Context: an optimization exercise on an open-source flow, tuned for small area and a short achievable clock period. The choices shown serve that exercise and are no tape-out recipe. In this exercise RTL edits were held to simulation tests only and were not proved equivalent to the original. Power and IR drop assume default switching activity.

==> flow/design.v (excerpt) <==
module spiSdCard (
   input  logic sclk,
   input  logic rstn,
   input  logic ncs,
   input  logic mosi,
   output logic miso
);
Settings: LEC_CHECK=0, ABC_AREA=1, CAP_MARGIN=20, CORE_MARGIN=2, CORE_UTILIZATION=65, CTS_BUF_LIST=sky130_fd_sc_hd__clkbuf_4 sky130_fd_sc_hd__clkbuf_8, CTS_CLUSTER_DIAMETER=60, CTS_CLUSTER_SIZE=16, SETUP_SLACK_MARGIN=2.0, SLEW_MARGIN=20; clock period 4.0 ns.
standard.sh (not shown) runs the stock make flow with config.mk's settings and CLKGATE_MAP_FILE= SYNTH_SCRIPT=/design/flow/synth_recipe.tcl, a recipe that flattens the netlist after the stock synthesis.
==> flow/flow/run.sh <==
#!/bin/bash
set -euo pipefail
bash standard.sh "CTS_ARGS=-sink_clustering_enable -repair_clock_nets -sink_clustering_size 16 -sink_clustering_max_diameter 60 -buf_list {sky130_fd_sc_hd__clkbuf_4 sky130_fd_sc_hd__clkbuf_8} -dont_use_dummy_load" finish > flow.log 2>&1
The first run ran to the end with no violations.
Next try:
==> flow/flow/run.sh (replaced) <==
#!/bin/bash
set -euo pipefail
bash standard.sh MATCH_CELL_FOOTPRINT=0 "CTS_ARGS=-sink_clustering_enable -repair_clock_nets -sink_clustering_size 16 -sink_clustering_max_diameter 60 -buf_list {sky130_fd_sc_hd__clkbuf_4 sky130_fd_sc_hd__clkbuf_8} -dont_use_dummy_load" finish > flow.log 2>&1
SETUP_SLACK_MARGIN = 2.2   (was 2.0)
Result:
- The new run finished clean
- count of clock-buffer cells in the layout is unchanged
- final area rose by 1.2%
- utilization grows by 0.83 points
Next try:
==> flow/run.sh (new file) <==
#!/bin/bash
# synth_recipe.tcl (not shown) runs the flow's synth.tcl, then flattens the netlist and writes it again
# the make line also repeats each setting of config.mk as NAME=value (left out here)
make -C /OpenROAD-flow-scripts/flow DESIGN_CONFIG=/design/flow/config.mk WORK_HOME=/design/flow/orfs CLKGATE_MAP_FILE= SYNTH_SCRIPT=/design/flow/synth_recipe.tcl finish
ABC_AREA = default   (was 1)
SETUP_SLACK_MARGIN = 2.0   (was 2.2)
removed: flow/flow/run.sh
removed: flow/standard.sh
Effect:
- cell area climbs by 0.41%
- worst setup slack loses 0.13 ns
- routed wire length drops by 8.9%
- clock-buffer cell count climbs by 6
- global-route usage drops by 1.6 points
- clock skew drops by 0.068 ns
- power climbs by 0.75%

Setup of v56:
Another version of the RTL of spiSdCard (not shown whole).
For scale: roughly 3,300 cells after synthesis, about 2,200 flip-flops, about 5 I/O pins.
make LEC_CHECK=0 CAP_MARGIN=20 CORE_MARGIN=2 CORE_UTILIZATION=65 CTS_BUF_LIST='sky130_fd_sc_hd__clkbuf_4 sky130_fd_sc_hd__clkbuf_8' CTS_CLUSTER_DIAMETER=60 CTS_CLUSTER_SIZE=16 SETUP_SLACK_MARGIN=1.8 SLEW_MARGIN=20 finish   # period 4.0 ns
run.sh (not shown) runs the stock make flow with config.mk's settings and CLKGATE_MAP_FILE= SYNTH_SCRIPT=/design/flow/synth_recipe.tcl, a recipe that flattens the netlist after the stock synthesis.
Stock flow here: none of the scripts above is used.
## Diff of input files: v7 against v56
Settings: SETUP_SLACK_MARGIN changed from 1.8 to 2.0; ABC_AREA newly set to 1.
Results
Post-layout instance count excluding filler cells, v56 and v7: higher on v7. Delta(post-cts resize count, v7 - v56) > 0. Cmp v7 vs v56: clock-buffer cell count higher in v7. Looking at destination of the critical timing path, the miso result is from v7; the ring[1552] one comes from v56. Combinational family with the most area after synthesis: simple AND/OR/NAND/NOR gates -> v7, multiplexers -> v56.
The inputs of v21 differ from those of v7 as listed below.
Settings: ABC_AREA: 1 -> unset; SETUP_SLACK_MARGIN: 2.0 -> 2.2.
==> comparison <==
v21 finished every step from synthesis to the final layout, and the layout passed the timing, design-rule and antenna checks.
Higher post-synth net total among v7 and v21: v7
Looking at source of the critical timing path, the misoN result is from v7; the ncs one comes from v21.
flop to primary output as the worst setup path category was reported by v7, and input port to primary output by v21.
In v21 relative to v7, power density normalized to cell area had gone down by a little under 10%.
v21 vs v7: total power down
Of v21 and v7, it is v21 that has the lower worst setup slack before clock tree synthesis.
v21 vs. v7: design area grew by 2100 um2; sequential power share went up.
Re met3 wire length: v7 and v21 aren't equal, and the lower value belongs to v21.
v21: post-synthesis xor/xnor area fraction is 0.28 points higher than what v7 reported.
In the reports for v7 and v21, the smaller synthesized area per cell belongs to v7.
When v21 is set beside v7, its clock network contribution to total cell area turns out to be 0.29 points smaller.

The RTL this note starts from:
==> flow/design.v <==
`timescale 1ns/100ps
module spiSdCard (
   input  logic sclk,
   input  logic rstn,
   input  logic ncs,
   input  logic mosi,
   output logic miso
);
   localparam int N = 256;
   localparam logic [3:0] sHunt    = 4'd0,
                          sDir     = 4'd1,
                          sFrame   = 4'd2,
                          sStart   = 4'd3,     
                          sResp    = 4'd4,     
                          sData    = 4'd5,
                          sCrc     = 4'd6,
                          sTokHunt = 4'd7,
                          sWrData  = 4'd8,
                          sWrCrc   = 4'd9,
                          sStartW  = 4'd10,    
                          sDrBusy  = 4'd11;    
   logic [3:0]             state;
   logic [10:0]            cnt;         
   logic [5:0]             idx;
   logic [7:0]             adr;         
   logic                   a8;          
   logic                   fA;          
   logic                   fB;          
   logic                   appCmd;
   logic                   wasApp;      
   logic                   initDone;
   logic [7:0]             lenm1;       
   logic                   misoN;       
   logic                   act;
   logic [2:0]             bitc;
   logic [7:0]             byteIx;
   logic [2:0]             sIx;
   assign act    = !ncs;
   assign bitc   = cnt[2:0];
   assign byteIx = cnt[10:3];
   assign sIx    = cnt[5:3];
   assign miso   = !misoN | ncs;
   logic       hi;           
   logic       badLen;
   logic       outOfRange;
   logic       vhsOk;
   logic [8:0] endSum;
   logic [7:0] argLo;
   assign argLo      = adr;
   assign hi         = fA | fB;
   assign endSum     = {1'b0, argLo} + {1'b0, lenm1};
   assign vhsOk      = !fB && a8;
   always_ff @(posedge sclk) begin
      badLen     <= hi | (a8 == (argLo != '0));
      outOfRange <= hi | a8 | endSum[8];
   end
   logic [7:0] r1Live;
   logic       ill, pe, ae;
   logic       kR7, kR3, kRd, wrOk;
   always_comb begin
      ill = 1'b0;
      pe  = 1'b0;
      ae  = 1'b0;
      if (wasApp)
         ill = (idx != 6'd41);
      else
         case (idx)
            6'd0, 6'd8, 6'd55, 6'd58: ;
            6'd16, 6'd17, 6'd24: begin
               if (!initDone)            ill = 1'b1;
               else if (idx == 6'd16)    pe  = badLen;
               else                      ae  = outOfRange;
            end
            default: ill = 1'b1;
         endcase
   end
   logic       rLong;        
   logic       lastQ;        
   always_ff @(posedge sclk) begin
      r1Live <= {1'b0, pe, ae, 2'b00, ill, 1'b0, !initDone};
      kR7    <= !wasApp && idx == 6'd8;
      kR3    <= !wasApp && idx == 6'd58;
      rLong  <= !wasApp && (idx == 6'd8 || idx == 6'd58);
      kRd    <= !wasApp && idx == 6'd17 && initDone && !outOfRange;
      wrOk   <= !wasApp && idx == 6'd24 && initDone && !outOfRange;
      lastQ  <= byteIx == lenm1;
   end
   logic [3:0]     ph;
   logic           h;           
   logic [2:0]     k;           
   logic           hn;          
   logic [2:0]     kn;
   logic           h1;          
   logic [2:0]     k1;
   logic [16*N/2-1:0] ring;
   logic [7:0]     g  [0:3];
   logic [7:0]     gd [0:3];
   logic [5:0]     adrInc;      
   logic [3:0]     wOn;         
   logic [5:0]     rs  [0:1];   
   logic [1:0]     tq;
   logic [1:0]     wq;          
   logic [1:0]     wS;          
   logic           wrLoad;
   logic           rdNext;
   logic           wrShift;     
   logic           gOn;         
   assign h  = ~ph[3];
   assign k  = ~ph[2:0];
   assign {hn, kn} = ~(ph + 4'd1);
   assign {h1, k1} = ~(ph - 4'd1);
   always_ff @(posedge sclk)
      ph <= ph + 4'd1;
   for (genvar c = 0; c < 2; c++) begin : gCls
      always_ff @(posedge sclk) begin
         rs[c] <= (2'({c[0], hn}) < adr[1:0]) ? adrInc : adr[7:2];
         wS[c] <= hn ? wOn[2*c+1] && !(state == sWrData && adr[1:0] == 2'(2*c+1))
                     : wOn[2*c]   && !(state == sWrData && adr[1:0] == 2'(2*c));
      end
      logic [3:0]  hiS;
      logic [15:0] loS;
      always_comb
         for (int i = 0; i < 16; i++) begin
            loS[i] = rs[c][3:0] == 4'(i);
            if (i < 4)
               hiS[i] = wS[c] && rs[c][5:4] == 2'(i);
         end
      for (genvar qq = 0; qq < N/4; qq++) begin : gRow
         localparam int Q = 2*qq + c;
         logic s;
         assign s = hiS[qq/16] & loS[qq%16];
         always_ff @(posedge sclk)
            ring[16*Q +: 16] <= {ring[16*Q +: 15], (s & wq[c]) | (!s & ring[16*Q + 15])};
      end
      always_ff @(posedge sclk) begin
         tq[c] <= ring[16*(2*rs[c] + c) + 15];
         wq[c] <= hn ? g[2*c+1][kn] : g[2*c][kn];
      end
   end
   assign wrLoad = rstn && act && state == sWrData && bitc == 3'd7;
   assign rdNext = rstn && act && state == sData && bitc == 3'd7;
   assign wrShift = act && state == sWrData;
   assign gOn    = state == sStart || state == sResp || state == sData;
   assign adrInc = adr[7:2] + 6'd1;
   for (genvar j = 0; j < 4; j++) begin : gBuf
      always_comb begin
         gd[j] = g[j];
         if (gOn && h1 == j[0])
            gd[j][k1] = tq[j/2];
         if (wrShift && adr[1:0] == 2'(j))
            gd[j] = {g[j][6:0], mosi};
      end
      always_ff @(posedge sclk) begin
         g[j]    <= gd[j];
         if (wrLoad && adr[1:0] == 2'(j))
            wOn[j] <= 1'b1;
         else if (act && state == sDir)
            wOn[j] <= 1'b0;
      end
   end
   logic [7:0] curByte;
   always_comb begin
      curByte = 8'hFF;
      case (state)
         sResp:
            case (sIx)
               3'd1: curByte = r1Live;
               3'd2: curByte = kR3 ? 8'h80 : kR7 ? 8'h00 : 8'hFF;
               3'd3: curByte = kR3 ? 8'hFF : kR7 ? 8'h00 : 8'hFE;
               3'd4: curByte = kR3 ? 8'h80 : kR7 ? {7'b0, vhsOk} : 8'hFF;
               3'd5: curByte = kR3 ? 8'h00 : kR7 ? argLo : 8'hFF;
               default: ;
            endcase
         sData:   curByte = g[adr[1:0]];
         sCrc:    if (sIx[1] == 1'b0) curByte = 8'hAA;
         sDrBusy: if (sIx == 3'd0) curByte = 8'h05;
                  else if (sIx != 3'd5) curByte = 8'h00;
         default: ;
      endcase
   end
   logic decode;
   logic txOn;
   assign txOn   = state == sResp || state == sData || state == sCrc || state == sDrBusy;
   assign decode = act && state == sFrame && cnt[5:0] == 6'd46;
   always_ff @(posedge sclk) begin
      misoN <= rstn && txOn && !curByte[~bitc];
   end
   always_ff @(posedge sclk) begin
      if (act)
         cnt <= cnt + 11'd1;
      if (act && state == sFrame) begin
         if (cnt < 11'd6)
            idx <= {idx[4:0], mosi};
         if (cnt < 11'd38)
            {a8, adr} <= {adr, mosi};
         if (cnt >= 11'd6 && cnt < 11'd26)
            fA <= fA | mosi;
         if (cnt >= 11'd26 && cnt < 11'd29)
            fB <= fB | mosi;
      end
      if (rdNext || wrLoad)
         adr <= adr + 8'd1;
      if (state == sResp && act && !kRd && bitc == 3'd0 && sIx == 3'd2 && wrOk)
         adr[7:2] <= adr[7:2] - 6'd1;
      if (!rstn) begin
         state    <= sHunt;
         appCmd   <= 1'b0;
         initDone <= 1'b0;
         lenm1    <= 8'd255;
      end else begin
         case (state)
            sHunt:   if (act && !mosi) state <= sDir;
            sDir:    if (act && mosi) begin
                        state <= sFrame;
                        cnt   <= '0;
                        fA    <= 1'b0;
                        fB    <= 1'b0;
                     end
            sFrame:  if (decode) begin
                        state  <= sStart;
                        appCmd <= !appCmd && idx == 6'd55;
                        wasApp <= appCmd;
                        if (appCmd && idx == 6'd41)
                           initDone <= 1'b1;
                        if (!appCmd && idx == 6'd0)
                           initDone <= 1'b0;
                        if (!appCmd && idx == 6'd16 && initDone && !badLen)
                           lenm1 <= argLo - 8'd1;
                     end
            sStart:  begin
                        state <= sResp;
                        cnt   <= '0;
                     end
            sResp:   if (act) begin
                        if (kRd) begin
                           if (sIx == 3'd3 && bitc == 3'd7) begin
                              state <= sData;
                              cnt   <= '0;
                           end
                        end else if (bitc == 3'd0 && sIx == (rLong ? 3'd6 : 3'd2))
                           state <= wrOk ? sTokHunt : sHunt;
                     end
            sData:   if (act && bitc == 3'd7 && lastQ) begin
                        state <= sCrc;
                        cnt   <= '0;
                     end
            sCrc:    if (act && bitc == 3'd0 && sIx == 3'd2)
                        state <= sHunt;
            sTokHunt: if (act && !mosi) begin
                        state <= sWrData;
                        cnt   <= '0;
                     end
            sWrData: if (act && bitc == 3'd7 && lastQ) begin
                        state <= sWrCrc;
                        cnt   <= '0;
                     end
            sWrCrc:  if (act && cnt[3:0] == 4'd15)
                        state <= sStartW;
            sStartW: begin
                        state <= sDrBusy;
                        cnt   <= '0;
                     end
            sDrBusy: if (act && bitc == 3'd0 && sIx == 3'd5)
                        state <= sHunt;
            default: state <= sHunt;
         endcase
      end
   end
endmodule
export LEC_CHECK = 0
export ABC_AREA = 1
export CAP_MARGIN = 20
export CORE_MARGIN = 2
export CORE_UTILIZATION = 65
export CTS_BUF_LIST = sky130_fd_sc_hd__clkbuf_4 sky130_fd_sc_hd__clkbuf_8
export CTS_CLUSTER_DIAMETER = 60
export CTS_CLUSTER_SIZE = 16
export SETUP_SLACK_MARGIN = 2.1
export SLEW_MARGIN = 20
create_clock -name core_clock -period 4.0 [get_ports {sclk}]
Change:
==> flow/flow/run.sh (new file) <==
#!/bin/bash
set -euo pipefail
bash standard.sh MATCH_CELL_FOOTPRINT=0 "CTS_ARGS=-sink_clustering_enable -repair_clock_nets -sink_clustering_size 20 -sink_clustering_max_diameter 50 -buf_list {sky130_fd_sc_hd__clkbuf_4 sky130_fd_sc_hd__clkbuf_8} -dont_use_dummy_load" finish > flow.log 2>&1
==> flow/standard.sh (new file) <==
#!/bin/bash
# synth_recipe.tcl (not shown) runs the flow's synth.tcl, then flattens the netlist and writes it again
# the make line also repeats each setting of config.mk as NAME=value (left out here)
make -C /OpenROAD-flow-scripts/flow DESIGN_CONFIG=/design/flow/config.mk WORK_HOME=/design/flow/orfs CLKGATE_MAP_FILE= SYNTH_SCRIPT=/design/flow/synth_recipe.tcl "${@:-finish}"
--- a/flow/config.mk
+++ b/flow/config.mk
@@ -13,3 +13,3 @@
-export CTS_CLUSTER_DIAMETER = 60
-export CTS_CLUSTER_SIZE = 16
-export SETUP_SLACK_MARGIN = 2.1
+export CTS_CLUSTER_DIAMETER = 50
+export CTS_CLUSTER_SIZE = 20
+export SETUP_SLACK_MARGIN = 2.0
removed: flow/run.sh
Synthesized area is unchanged.
Total power came out lower by 3.6%.
Die area is unchanged.
Utilization came out lower by 1.1 points.

## what the ideal ports hide
The flow's constraints put no driver on any port. The routed layouts listed below were extracted and timed again, unchanged, in two steps. Step 1: set_driving_cell puts a clkbuf_16 on sclk and a buf_2 on each other input, an assumption about the parent block. Step 2 also shifts input and output timing later by t, the mid clock arrival at the registers, as if the neighbouring blocks saw the same clock. Slacks: ideal ports / drivers / drivers and shift; pairs: ideal ports / drivers.
| run | shift t [ns] | setup slack, ns | worst slew at a driven data input, ns |
|---|---|---|---|
| the first run of note 1 | 0.827 | 1.899 / 1.881 / 1.309 | 0.03 |
| the second run of note 1 | 0.832 | 1.944 / 1.879 / 1.345 | 0.03 |
| the third run of note 1 | 0.885 | 1.810 / 1.783 / 1.261 | 0.04 |
| v56 | 0.879 | 1.838 / 1.778 / 1.186 | 0.03 |
| v7 | 0.876 | 1.839 / 1.780 / 1.188 | 0.03 |
| v21 | 0.886 | 1.813 / 1.751 / 1.124 | 0.03 |
| the first run of note 3 | 0.870 | 1.871 / 1.807 / 1.354 | 0.03 |
| the second run of note 3 | 0.812 | 2.019 / 1.959 / 1.337 | 0.03 |
After both steps setup and hold are still met in every run listed. For v21, which loses most, drivers alone change the setup slack by -0.062 ns; drivers and shift together by -0.689 ns.
